This design comes from an exercise in tuning for small area and a short achievable clock period on the open sky130 flow, not from production work. At most, simulation tests tie the RTL to the original design; equivalence was not proved. No activity file was given, so power comes from the tool's default toggle rates.

==> module adv_timer, before the edit <==
module adv_timer (
   input  logic        clk_i,
   input  logic        reset_i,
   input  logic        rst_dly_i,   
   input  logic [7:0]  presc_i,
   input  logic        saw_i,
   input  logic [15:0] start_i,
   input  logic [15:0] end_i,
   input  logic [15:0] comp0_i,
   input  logic [2:0]  op0_i,
   input  logic [15:0] comp1_i,
   input  logic [2:0]  op1_i,
   input  logic [3:0]  cmd_i,       
   output logic [15:0] count_nxt_o,
   output logic        end_o,
   output logic [1:0]  pwm_o
);
   logic cmd_start, cmd_stop, cmd_rst, cmd_update;
   assign {cmd_update, cmd_rst, cmd_stop, cmd_start} = cmd_i;
   logic [7:0]  a_presc;
   logic        a_saw;
   logic [15:0] a_start, a_end, a_comp0, a_comp1;
   logic [2:0]  a_op0, a_op1;
   logic        a_load;
   assign a_load = cmd_update || rst_dly_i;
   always_ff @(posedge clk_i) begin
      if (a_load) begin
         a_presc <= presc_i;
         a_saw   <= saw_i;
         a_start <= start_i;
         a_end   <= end_i;
         a_comp0 <= comp0_i;
         a_op0   <= op0_i;
         a_comp1 <= comp1_i;
         a_op1   <= op1_i;
      end
   end
   logic [7:0] a_presc_nxt;
   assign a_presc_nxt = a_load ? presc_i : a_presc;
   logic run_q, run_nxt;
   assign run_nxt = !reset_i && !cmd_stop && (cmd_start || run_q);
   always_ff @(posedge clk_i) run_q <= run_nxt;
   logic [7:0]  presc_q, presc_inc;
   logic        tick_q;
   logic [15:0] count_q;
   logic        dir_q, step_q, end_q;
   logic [7:0]  presc_nxt;
   logic        tick_nxt;
   assign presc_inc = presc_q + 8'd1;
   assign presc_nxt = (rst_dly_i || cmd_rst || (run_q && tick_q)) ? 8'd0 :
                      run_q ? presc_inc : presc_q;
   assign tick_nxt  = run_nxt && (presc_nxt >= a_presc_nxt);
   always_ff @(posedge clk_i) begin
      presc_q <= presc_nxt;
      tick_q  <= tick_nxt;
   end
   logic        down;
   logic [15:0] dstep, pm_mask, cnt_pm, cnt_base, tgt, x;
   logic        at_tgt, pm_at_tgt, at_end, inc_at_end, dec_at_start, wrap;
   logic        dir_nxt, end_nxt;
   assign down  = dir_q && !a_saw;
   assign dstep = count_q ^ {16{down}};    
   assign tgt   = down ? a_start : a_end;
   assign x     = count_q ^ tgt;
   always_comb begin
      pm_mask[0] = 1'b1;
      for (int i = 1; i < 16; i++) pm_mask[i] = pm_mask[i-1] && dstep[i-1];
      pm_at_tgt = x[0];
      for (int i = 1; i < 16; i++) pm_at_tgt = pm_at_tgt && (x[i] == (x[i-1] && dstep[i-1]));
   end
   assign at_tgt       = (x == 16'd0);
   assign cnt_pm       = count_q ^ pm_mask;    
   assign at_end       = at_tgt;               
   assign inc_at_end   = pm_at_tgt;
   assign dec_at_start = pm_at_tgt;            
   assign wrap         = !down && at_tgt;
   assign cnt_base    = tick_q ? cnt_pm : count_q;
   assign count_nxt_o = rst_dly_i ? 16'd0 :
                        (cmd_rst || (tick_q && wrap)) ? a_start : cnt_base;
   always_comb begin
      dir_nxt = dir_q;
      if (rst_dly_i || cmd_rst) dir_nxt = 1'b0;
      else if (tick_q) begin
         if (a_saw)       dir_nxt = 1'b0;
         else if (!dir_q) dir_nxt = !at_end && inc_at_end;
         else             dir_nxt = !dec_at_start;
      end
   end
   assign end_nxt = !reset_i && !cmd_rst && tick_q && (down ? dec_at_start : at_end);
   always_ff @(posedge clk_i) begin
      count_q <= count_nxt_o;
      dir_q   <= dir_nxt;
      step_q  <= !reset_i && !cmd_rst && tick_q;
      end_q   <= end_nxt;
   end
   assign end_o = end_q;
   timer_compare u_cmp0 (
      .clk_i   (clk_i),
      .reset_i (reset_i),
      .step_i  (step_q),
      .end_i   (end_q),
      .count_i (count_q),
      .comp_i  (a_comp0),
      .op_i    (a_op0),
      .pwm_o   (pwm_o[0])
   );
   timer_compare u_cmp1 (
      .clk_i   (clk_i),
      .reset_i (reset_i),
      .step_i  (step_q),
      .end_i   (end_q),
      .count_i (count_q),
      .comp_i  (a_comp1),
      .op_i    (a_op1),
      .pwm_o   (pwm_o[1])
   );
endmodule
export LEC_CHECK = 0
export CAP_MARGIN = 20
export CORE_MARGIN = 2
export CORE_UTILIZATION = 60
export CTS_BUF_LIST = sky130_fd_sc_hd__clkbuf_8
export SETUP_SLACK_MARGIN = 4.4
export SLEW_MARGIN = 20
create_clock -name core_clock -period 7.0 [get_ports {clk_i}]
run.sh (not shown) runs the stock make flow with config.mk's settings and CLKGATE_MAP_FILE= SYNTH_SCRIPT=/design/flow/synth_recipe.tcl, a recipe that flattens the netlist after the stock synthesis.
Rerun with:
--- a/flow/design.v
+++ b/flow/design.v
@@ -113,5 +113,4 @@
          a_saw   <= saw_i;
          a_start <= start_i;
-         a_end   <= end_i;
          a_comp0 <= comp0_i;
          a_op0   <= op0_i;
@@ -120,4 +119,5 @@
       end
    end
+   always_ff @(posedge clk_i) a_end <= a_end_nxt;
    logic [7:0] a_presc_nxt;
    assign a_presc_nxt = a_load ? presc_i : a_presc;
@@ -139,11 +139,14 @@
       tick_q  <= tick_nxt;
    end
-   logic        down;
+   logic        a_saw_nxt;
+   logic [15:0] a_end_nxt;
+   logic        at_end_q, down_q;
+   assign a_saw_nxt = a_load ? saw_i : a_saw;
+   assign a_end_nxt = a_load ? end_i : a_end;
    logic [15:0] dstep, pm_mask, cnt_pm, cnt_base, tgt, x;
-   logic        at_tgt, pm_at_tgt, at_end, inc_at_end, dec_at_start, wrap;
+   logic        pm_at_tgt, wrap;
    logic        dir_nxt, end_nxt;
-   assign down  = dir_q && !a_saw;
-   assign dstep = count_q ^ {16{down}};    
-   assign tgt   = down ? a_start : a_end;
+   assign dstep = count_q ^ {16{down_q}};    
+   assign tgt   = down_q ? a_start : a_end;
    assign x     = count_q ^ tgt;
    always_comb begin
@@ -153,10 +156,6 @@
       for (int i = 1; i < 16; i++) pm_at_tgt = pm_at_tgt && (x[i] == (x[i-1] && dstep[i-1]));
    end
-   assign at_tgt       = (x == 16'd0);
-   assign cnt_pm       = count_q ^ pm_mask;    
-   assign at_end       = at_tgt;               
-   assign inc_at_end   = pm_at_tgt;
-   assign dec_at_start = pm_at_tgt;            
-   assign wrap         = !down && at_tgt;
+   assign cnt_pm = count_q ^ pm_mask;    
+   assign wrap   = !down_q && at_end_q;
    assign cnt_base    = tick_q ? cnt_pm : count_q;
    assign count_nxt_o = rst_dly_i ? 16'd0 :
@@ -167,14 +166,16 @@
       else if (tick_q) begin
          if (a_saw)       dir_nxt = 1'b0;
-         else if (!dir_q) dir_nxt = !at_end && inc_at_end;
-         else             dir_nxt = !dec_at_start;
+         else if (!dir_q) dir_nxt = !at_end_q && pm_at_tgt;
+         else             dir_nxt = !pm_at_tgt;
       end
    end
-   assign end_nxt = !reset_i && !cmd_rst && tick_q && (down ? dec_at_start : at_end);
+   assign end_nxt = !reset_i && !cmd_rst && tick_q && (down_q ? pm_at_tgt : at_end_q);
    always_ff @(posedge clk_i) begin
-      count_q <= count_nxt_o;
-      dir_q   <= dir_nxt;
-      step_q  <= !reset_i && !cmd_rst && tick_q;
-      end_q   <= end_nxt;
+      count_q  <= count_nxt_o;
+      dir_q    <= dir_nxt;
+      down_q   <= dir_nxt && !a_saw_nxt;
+      at_end_q <= (count_nxt_o == a_end_nxt);
+      step_q   <= !reset_i && !cmd_rst && tick_q;
+      end_q    <= end_nxt;
    end
    assign end_o = end_q;
The changed run ran to the end with no violations.
Design area rises by 0.97%.
Maximum frequency went up by about 23%.
Wire length rises by 2.1%.
Sequential power barely changes.
Setup slack gains 660 ps.
Synthesized area goes up by about 2.6%.
Function not checked in the first run of this note: the RTL went through the layout flow alone.

## static timing again, ports no longer ideal
How much do the figures lean on ideal ports? The routed layouts below were timed once more, with nothing changed but the port constraints. Step 1 assumes that a clkbuf_16 drives the clock port and a buf_2 every other input. Step 2 also shifts input and output timing later by t, the mid clock arrival at the registers, as if the neighbouring blocks saw the same clock. Three values: ideal, step 1, step 2; two values: the first two.
run | t, ns | setup WS [ns] | worst setup path at the end | worst register clock-pin slew, ns
the first run | 0.863 | 3.471 / 3.471 / 2.886 | input to register | 0.07 / 0.07
the second run | 0.864 | 4.130 / 4.130 / 3.443 | input to register | 0.07 / 0.07
After both steps setup and hold are still met in every run listed. For the second run, which loses most, drivers alone change the setup slack by 0.000 ns; drivers and shift together by -0.687 ns.
